This is an optimization exercise on Yosys and OpenROAD, whose aim is small area, a short achievable clock period and few clock cycles per item, not a production implementation.
Only simulation tests tie the RTL to the original design; equivalence was not proved.

the baseline:
==> flow/design.v (excerpt) <==
module epoch_seconds_to_date (
    input  logic        i_clk,
    input  logic        i_rst_n,
    input  logic        start,
    output logic        busy,
    input  logic [31:0] i_epoch_seconds,
    output logic        o_done,
    output logic [11:0] o_year,
    output logic [3:0]  o_month,
    output logic [4:0]  o_day,
    output logic [4:0]  o_hour,
    output logic [5:0]  o_minute,
    output logic [5:0]  o_second
);
Settings: LEC_CHECK=0, CAP_MARGIN=20, CORE_MARGIN=2, CORE_UTILIZATION=60, SETUP_SLACK_MARGIN=3.2, SLEW_MARGIN=20, SYNTH_HIERARCHICAL=1; clock period 7.0 ns.
run.sh (not shown) runs the stock make flow with config.mk's settings and CLKGATE_MAP_FILE= SYNTH_SCRIPT=/design/flow/synth_recipe.tcl, a recipe that flattens the netlist after the stock synthesis.
Testbench counts of the baseline, summed over its fixed seeds: cycles 16,048, items 16,000.
> inputs changed (the baseline -> the candidate)
Settings: swapping 60 for 40 in CORE_UTILIZATION.
## What came out
- Comparing the baseline with the candidate, the portion of the post-synthesis area used by sequential elements came out essentially unchanged.
- The standard cells in the candidate occupy more silicon area than those in the baseline do.
- Non-clock buffer share of cell area: the candidate vs the baseline — no meaningful difference

* * *

v56:
Another version of the RTL of epoch_seconds_to_date (not shown whole).
Size: roughly 1000 cells after synthesis, roughly 330 flip-flops.
==> flow/config.mk <==
export PLATFORM = sky130hd
export DESIGN_NAME = epoch_seconds_to_date
export DESIGN_NICKNAME = epoch_seconds_to_date
export VERILOG_FILES = /design/flow/design.v
export SDC_FILE = /design/flow/constraint.sdc
export NUM_CORES = 4
export LEC_CHECK = 0
export CAP_MARGIN = 20
export CORE_MARGIN = 2
export CORE_UTILIZATION = 55
export CTS_BUF_LIST = sky130_fd_sc_hd__clkbuf_8 sky130_fd_sc_hd__clkbuf_16
export CTS_CLUSTER_DIAMETER = 120
export CTS_CLUSTER_SIZE = 30
export PLACE_DENSITY = 0.7
export SETUP_SLACK_MARGIN = 4.55
export SLEW_MARGIN = 20
export SYNTH_HIERARCHICAL = 1
==> flow/constraint.sdc <==
create_clock -name core_clock -period 7.0 [get_ports {i_clk}]
set_input_delay 1.4000 -clock core_clock [delete_from_list [all_inputs] [get_ports {i_clk}]]
set_output_delay 1.4000 -clock core_clock [all_outputs]
set_load 0.01 [all_outputs]
Testbench counts of v56, summed over its fixed seeds: cycles 16,056, items 16,000.
Input-level comparison between v51 and v56:
Settings: PLACE_DENSITY no longer set, was 0.7; SETUP_SLACK_MARGIN now 4.3, was 4.55; CORE_UTILIZATION now 40, was 55.
### Flow results
- v51 completed end to end with timing, DRC and antenna clean.
- The standard cell with the maximum stage delay on the critical path comes out dfxtp_4 in one run and fa_2 in the other, namely in v51 and v56 respectively.
- Side by side, sum of met2 wire segment lengths after detailed routing turned out lower in v51 than in v56.
- v56 → v51: effective utilization at floorplan lost 15 points, wire length of the first global-routing pass has remained practically unchanged.
- Per the comparison of v51 with v56, sequential share of layout area did not really move; period utilization went up; design area went down.
- Die size: v51 exceeds v56
- Re number of optimization iterations in the first detailed-route pass: no difference whatsoever between v56 and v51.
What v26 does differently from v51 at the input level:
Settings: CORE_UTILIZATION now 55, was 40; PLACE_DENSITY now 0.7, previously not set; CTS_CLUSTER_SIZE now 16, was 30; CTS_CLUSTER_DIAMETER now 80, was 120; SETUP_SLACK_MARGIN now 4.45, was 4.3.
==> comparison <==
- v26 reached the final stage; the timing, design-rule and antenna checks on its layout passed.
- The run with more routed wire is v51, not v26.
- On v26: final weighted congestion of routability-driven global placement is about 2.4% lower than what v51 gave.
- Between v51 and v26, number of placed instances with taps included decreased.
- v26 against v51: via count +about 2.7%, count of clock-buffer cells in the layout +10.

* * *

epoch_seconds_to_date again, from the RTL that the note above started with.
==> flow/config.mk <==
export PLATFORM = sky130hd
export DESIGN_NAME = epoch_seconds_to_date
export DESIGN_NICKNAME = epoch_seconds_to_date
export VERILOG_FILES = /design/flow/design.v
export SDC_FILE = /design/flow/constraint.sdc
export NUM_CORES = 4
export LEC_CHECK = 0
export CAP_MARGIN = 20
export CORE_MARGIN = 2
export CORE_UTILIZATION = 55
export CTS_BUF_LIST = sky130_fd_sc_hd__clkbuf_8 sky130_fd_sc_hd__clkbuf_16
export CTS_CLUSTER_DIAMETER = 120
export CTS_CLUSTER_SIZE = 30
export GPL_ROUTABILITY_DRIVEN = 0
export GPL_TIMING_DRIVEN = 1
export PLACE_DENSITY = 0.7
export SETUP_SLACK_MARGIN = 4.45
export SLEW_MARGIN = 20
export SYNTH_HIERARCHICAL = 1
==> flow/constraint.sdc <==
create_clock -name core_clock -period 7.0 [get_ports {i_clk}]
set_input_delay 1.4000 -clock core_clock [delete_from_list [all_inputs] [get_ports {i_clk}]]
set_output_delay 1.4000 -clock core_clock [all_outputs]
set_load 0.01 [all_outputs]
Testbench counts at the start, summed over its fixed seeds: cycles 16,056, items 16,000.
Next try:
--- a/flow/config.mk
+++ b/flow/config.mk
@@ -6,13 +6,11 @@
 export NUM_CORES = 4
 export LEC_CHECK = 0
+export ABC_CLOCK_PERIOD_IN_PS = 2400
 export CAP_MARGIN = 20
 export CORE_MARGIN = 2
-export CORE_UTILIZATION = 55
+export CORE_UTILIZATION = 40
 export CTS_BUF_LIST = sky130_fd_sc_hd__clkbuf_8 sky130_fd_sc_hd__clkbuf_16
 export CTS_CLUSTER_DIAMETER = 120
 export CTS_CLUSTER_SIZE = 30
-export GPL_ROUTABILITY_DRIVEN = 0
-export GPL_TIMING_DRIVEN = 1
-export PLACE_DENSITY = 0.7
 export SETUP_SLACK_MARGIN = 4.45
 export SLEW_MARGIN = 20
=> Utilization is lower by 17 points; wire length increases by 3.8%; final area is higher by 1.1%; non-clock buffer count stays the same; die area went up by 36%; via count decreases by 0.90%; cell count grows by 8.8%; sequential share of layout area decreases by 0.49 points; setup slack is worse by 17 ps.
Next try:
==> flow/flow/run.sh (new file) <==
#!/bin/bash
# The standard layout (standard.sh, unchanged synthesis and steps), with
# one difference: the buffers that the standard flow puts on every input and
# output port are made of sky130_fd_sc_hd__buf_1 instead of the delay buffer
# clkdlybuf4s50_1 that buffer_ports picks by default.  Every port still gets
# its own buffer; timing repair may resize them as usual.
set -euo pipefail
export BUFFER_PORTS_ARGS="-buffer_cell sky130_fd_sc_hd__buf_1"
export SETUP_REPAIR_SEQUENCE="unbuffer,sizedown,sizeup,swap"
bash standard.sh finish > standard.log 2>&1
==> flow/standard.sh (new file) <==
#!/bin/bash
# synth_recipe.tcl (not shown) runs the flow's synth.tcl, then flattens the netlist and writes it again
# the make line also repeats each setting of config.mk as NAME=value (left out here)
make -C /OpenROAD-flow-scripts/flow DESIGN_CONFIG=/design/flow/config.mk WORK_HOME=/design/flow/orfs CLKGATE_MAP_FILE= SYNTH_SCRIPT=/design/flow/synth_recipe.tcl "${@:-finish}"
--- a/flow/config.mk
+++ b/flow/config.mk
@@ -6,11 +6,11 @@
 export NUM_CORES = 4
 export LEC_CHECK = 0
-export ABC_CLOCK_PERIOD_IN_PS = 2400
 export CAP_MARGIN = 20
 export CORE_MARGIN = 2
-export CORE_UTILIZATION = 40
+export CORE_UTILIZATION = 55
 export CTS_BUF_LIST = sky130_fd_sc_hd__clkbuf_8 sky130_fd_sc_hd__clkbuf_16
 export CTS_CLUSTER_DIAMETER = 120
 export CTS_CLUSTER_SIZE = 30
+export PLACE_DENSITY = 0.7
 export SETUP_SLACK_MARGIN = 4.45
 export SLEW_MARGIN = 20
removed: flow/run.sh
Result:
- first-iteration DRC count drops by 36%
- die area drops by 27%
- core utilization climbs by 15 points
- area after synthesis does not change
- register-to-register slack barely changes
Next try:
==> flow/run.sh (new file) <==
#!/bin/bash
# synth_recipe.tcl (not shown) runs the flow's synth.tcl, then flattens the netlist and writes it again
# the make line also repeats each setting of config.mk as NAME=value (left out here)
make -C /OpenROAD-flow-scripts/flow DESIGN_CONFIG=/design/flow/config.mk WORK_HOME=/design/flow/orfs CLKGATE_MAP_FILE= SYNTH_SCRIPT=/design/flow/synth_recipe.tcl finish
--- a/flow/config.mk
+++ b/flow/config.mk
@@ -13,5 +13,5 @@
 export CTS_CLUSTER_SIZE = 30
 export PLACE_DENSITY = 0.7
-export SETUP_SLACK_MARGIN = 4.45
+export SETUP_SLACK_MARGIN = 4.6
 export SLEW_MARGIN = 20
 export SYNTH_HIERARCHICAL = 1
removed: flow/flow/run.sh
removed: flow/standard.sh
=> Via count hardly moves; first-iteration DRC count decreases by about a fifth.

* * *

## fjord
Another version of the RTL of epoch_seconds_to_date (not shown whole).
Size: about 1100 cells after synthesis, about 380 flip-flops, ~75 I/O pins, about 15000 um^2 of cells after synthesis.
==> flow/config.mk <==
export PLATFORM = sky130hd
export DESIGN_NAME = epoch_seconds_to_date
export DESIGN_NICKNAME = epoch_seconds_to_date
export VERILOG_FILES = /design/flow/design.v
export SDC_FILE = /design/flow/constraint.sdc
export NUM_CORES = 4
export LEC_CHECK = 0
export CAP_MARGIN = 20
export CORE_MARGIN = 2
export CORE_UTILIZATION = 40
export CTS_BUF_LIST = sky130_fd_sc_hd__clkbuf_4 sky130_fd_sc_hd__clkbuf_8
export SETUP_SLACK_MARGIN = 4.45
export SLEW_MARGIN = 20
export SYNTH_HIERARCHICAL = 1
==> flow/constraint.sdc <==
create_clock -name core_clock -period 7.0 [get_ports {i_clk}]
set_input_delay 1.4000 -clock core_clock [delete_from_list [all_inputs] [get_ports {i_clk}]]
set_output_delay 1.4000 -clock core_clock [all_outputs]
set_load 0.01 [all_outputs]
Stock flow here: none of the scripts above is used.
Testbench counts of fjord, summed over its fixed seeds: cycles 16,064, items 16,000.
--- input diff fjord..garnet ---
Settings: clearing CTS_BUF_LIST, which used to be sky130_fd_sc_hd__clkbuf_4 sky130_fd_sc_hd__clkbuf_8.
--- outcome ---
- From fjord to garnet, number of antenna diodes did not move at all.
- Of garnet and fjord, the run reporting the higher clock period minus worst slack was garnet.
- Minimum hold slack, garnet and fjord: larger value in garnet
- Diff fjord -> garnet: count of plain and timing-repair buffers now sits higher, mean routed wirelength per cell now sits at about the same level, clock-buffer cell count now sits lower.
- For garnet, the cell with the largest stage delay on the worst path was sky130_fd_sc_hd__dfxtp_1, unlike fjord, where it was sky130_fd_sc_hd__fa_1.
- Final cycle utilization of the critical path for garnet: 0.42 points up relative to fjord
- Synthesis-to-layout area growth on garnet is up relative to fjord.

* * *

Setup of the reference run:
epoch_seconds_to_date, a different RTL version from the one above (not shown whole).
Size: ~1,100 cells after synthesis, ~330 flip-flops, roughly 75 I/O pins.
clock: 7.0 ns
lec_check: 0
cap_margin: 20
core_margin: 2
core_utilization: 40
cts_buf_list: sky130_fd_sc_hd__clkbuf_8 sky130_fd_sc_hd__clkbuf_16
cts_cluster_diameter: 120
cts_cluster_size: 24
setup_slack_margin: 4.45
slew_margin: 20
synth_hierarchical: 1
Testbench counts of the reference run, summed over its fixed seeds: cycles 16,056, items 16,000.
> inputs changed (the reference run -> the trial run)
# the reference run
export LEC_CHECK = 0
export CAP_MARGIN = 20
export CORE_MARGIN = 2
export CORE_UTILIZATION = 40
export CTS_BUF_LIST = sky130_fd_sc_hd__clkbuf_8 sky130_fd_sc_hd__clkbuf_16
export CTS_CLUSTER_DIAMETER = 120
export CTS_CLUSTER_SIZE = 24
export SETUP_SLACK_MARGIN = 4.45
export SLEW_MARGIN = 20
export SYNTH_HIERARCHICAL = 1
create_clock -name core_clock -period 7.0 [get_ports {i_clk}]
# the trial run
export LEC_CHECK = 0
export CAP_MARGIN = 20
export CORE_MARGIN = 2
export CORE_UTILIZATION = 40
export CTS_BUF_LIST = sky130_fd_sc_hd__clkbuf_8 sky130_fd_sc_hd__clkbuf_16
export CTS_CLUSTER_DIAMETER = 120
export CTS_CLUSTER_SIZE = 30
export SETUP_SLACK_MARGIN = 4.45
export SLEW_MARGIN = 20
export SYNTH_HIERARCHICAL = 1
create_clock -name core_clock -period 7.0 [get_ports {i_clk}]
Findings:
As far as die width goes, the trial run and the reference run are indistinguishable; the numbers are identical.
Taking the reference run as the reference, in the trial run number of non-clock buffers in the layout lower; clock tree buffer count of the final layout lower.
On worst-case setup margin in the final layout, the trial run tracks the reference run almost exactly.
Changes observed in the trial run relative to the reference run: via count shows no meaningful change.
[compare] base=the reference run new=the trial run: core occupancy in the finished layout shows a reduction of 0.24 points; layout buffering overhead excluding clock cells about even; overall track demand over capacity in global routing now sits at about the same level.
The trial run -> the reference run: sequential cell area in the final layout flat
sky130_fd_sc_hd__fa_2 as the cell at the slowest stage of the critical path was reported by the reference run, and sky130_fd_sc_hd__fa_1 by the trial run.
The trial run: no failed stages, no open violations at the end
The reference run completed; timing, DRC and antenna clean

* * *

epoch_seconds_to_date with an RTL version that a note above also has.
For scale: ~1000 cells after synthesis, about 13000 sq um of cells after synthesis.
make LEC_CHECK=0 CAP_MARGIN=20 CORE_MARGIN=2 CORE_UTILIZATION=55 CTS_BUF_LIST=sky130_fd_sc_hd__clkbuf_16 CTS_CLUSTER_DIAMETER=100 CTS_CLUSTER_SIZE=20 PLACE_DENSITY=0.7 SETUP_SLACK_MARGIN=4.45 SLEW_MARGIN=20 SYNTH_HIERARCHICAL=1 finish   # period 7.0 ns
Testbench counts at the start, summed over its fixed seeds: cycles 16,056, items 16,000.
Edit:
Settings changed: CORE_UTILIZATION 55 to 40, CTS_BUF_LIST sky130_fd_sc_hd__clkbuf_16 to sky130_fd_sc_hd__clkbuf_8 sky130_fd_sc_hd__clkbuf_16, CTS_CLUSTER_DIAMETER 100 to 120, CTS_CLUSTER_SIZE 20 to 30, PLACE_DENSITY 0.7 to unset.
Global-route usage decreases by 4.1 points.
Clock-buffer cell count falls by 6.
Utilization falls by 18 points.
Routed wire length grows by 0.94%.
Worst hold slack is better by 0.0083 ns.
Cell area is lower by 0.47%.
Final cell count increases by 7.9%.
Synthesized cell count is unchanged.
Maximum frequency barely changes.
Sequential cell count stays the same.
Edit:
Settings changed: PLACE_DENSITY set to 0.75.
Outcome: Maximum frequency fell by about 2.5%; via count rises by 0.64%; critical path depth decreases by 3; global-route usage drops by 0.16 points.
Edit:
==> flow/flow/run.sh (new file) <==
#!/bin/bash
# The standard layout (standard.sh, unchanged synthesis and steps), with
# one difference: the buffers that the standard flow puts on every input and
# output port are made of sky130_fd_sc_hd__buf_1 instead of the delay buffer
# clkdlybuf4s50_1 that buffer_ports picks by default.  Every port still gets
# its own buffer; timing repair may resize them as usual.
set -euo pipefail
export BUFFER_PORTS_ARGS="-buffer_cell sky130_fd_sc_hd__buf_1"
bash standard.sh finish > standard.log 2>&1
==> flow/standard.sh (new file) <==
#!/bin/bash
# synth_recipe.tcl (not shown) runs the flow's synth.tcl, then flattens the netlist and writes it again
# the make line also repeats each setting of config.mk as NAME=value (left out here)
make -C /OpenROAD-flow-scripts/flow DESIGN_CONFIG=/design/flow/config.mk WORK_HOME=/design/flow/orfs CLKGATE_MAP_FILE= SYNTH_SCRIPT=/design/flow/synth_recipe.tcl "${@:-finish}"
Settings changed: CORE_UTILIZATION 40 to 55, PLACE_DENSITY 0.75 to 0.7.
removed: flow/run.sh
=> Setup slack improved by 0.066 ns; via count stays flat; design area is lower by about 4%; global-route usage is higher by 4.0 points; utilization is higher by 15 points; die area is lower by 27%; non-clock buffer count is higher by 3; sequential share of layout area is higher by 1.9 points.
Edit:
--- a/flow/flow/run.sh
+++ b/flow/flow/run.sh
@@ -8,0 +9 @@
+export SKIP_GATE_CLONING=1
What happened: Clock skew does not change; synthesized cell count is unchanged; setup slack is unchanged; critical path depth is unchanged; die area stays the same; clock-buffer cell count is unchanged; final cell count is unchanged.
Edit:
==> flow/run.sh (new file) <==
#!/bin/bash
# synth_recipe.tcl (not shown) runs the flow's synth.tcl, then flattens the netlist and writes it again
# the make line also repeats each setting of config.mk as NAME=value (left out here)
make -C /OpenROAD-flow-scripts/flow DESIGN_CONFIG=/design/flow/config.mk WORK_HOME=/design/flow/orfs CLKGATE_MAP_FILE= SYNTH_SCRIPT=/design/flow/synth_recipe.tcl finish
removed: flow/flow/run.sh
removed: flow/standard.sh
Effect: Via count rose by 0.39%. Routed wire length is lower by 0.67%. Cell count is lower by 0.64%. Clock skew climbs by 0.0074 ns. Die area stays the same. Critical path depth is higher by 1.

-- port drivers added, routing unchanged --
No port has a modelled driver above. Below, the same layouts with a new extraction and two added sets of constraints.
Step 1, drivers: a clkbuf_16 drives i_clk and a buf_2 each remaining input, both assumed.
Step 2 also shifts input and output timing later by t, the mid clock arrival at the registers, as if the neighbouring blocks saw the same clock.
Three values: ideal, step 1, step 2; two values: the first two.
run	t, ns	setup slack, ns	hold slack, ns	worst data-port slew with drivers (ns)	pins driven straight from the clock port
the baseline	0.581	3.229 / 3.229 / 2.824	0.321 / 0.321 / 0.321	0.05	1
the candidate	0.577	3.273 / 3.273 / 2.843	0.324 / 0.324 / 0.324	0.05	1
v56	0.532	4.495 / 4.495 / 4.390	0.330 / 0.330 / 0.330	0.04	1
v51	0.536	4.367 / 4.367 / 4.367	0.336 / 0.336 / 0.336	0.04	1
v26	0.563	4.456 / 4.455 / 4.385	0.325 / 0.325 / 0.325	0.03	1
the first run of note 3	0.532	4.496 / 4.466 / 4.397	0.334 / 0.334 / 0.334	0.04	1
the second run of note 3	0.536	4.479 / 4.474 / 4.354	0.336 / 0.336 / 0.336	0.03	1
the third run of note 3	0.529	4.481 / 4.481 / 4.481	0.333 / 0.333 / 0.333	0.03	1
the fourth run of note 3	0.534	4.488 / 4.488 / 4.415	0.334 / 0.334 / 0.334	0.03	1
fjord	0.669	4.529 / 4.492 / 4.529	0.310 / 0.310 / 0.310	0.04	1
garnet	0.587	4.500 / 4.452 / 4.535	0.321 / 0.321 / 0.321	0.04	1
the reference run	0.541	4.491 / 4.469 / 4.491	0.325 / 0.325 / 0.325	0.03	1
the trial run	0.537	4.493 / 4.464 / 4.493	0.320 / 0.320 / 0.320	0.03	1
the first run of note 6	0.554	4.473 / 4.469 / 4.377	0.327 / 0.327 / 0.327	0.04	1
the second run of note 6	0.536	4.479 / 4.474 / 4.354	0.336 / 0.336 / 0.336	0.03	1
the third run of note 6	0.533	4.415 / 4.415 / 4.380	0.333 / 0.333 / 0.333	0.04	1
the fourth run of note 6	0.529	4.481 / 4.481 / 4.481	0.333 / 0.333 / 0.333	0.03	1
the fifth run of note 6	0.529	4.481 / 4.481 / 4.481	0.333 / 0.333 / 0.333	0.03	1
the sixth run of note 6	0.532	4.496 / 4.466 / 4.397	0.334 / 0.334 / 0.334	0.04	1
After both steps setup and hold are still met in every run listed. The setup slack of the candidate, which loses most, moves by 0.000 ns with the drivers and by -0.430 ns with both steps.
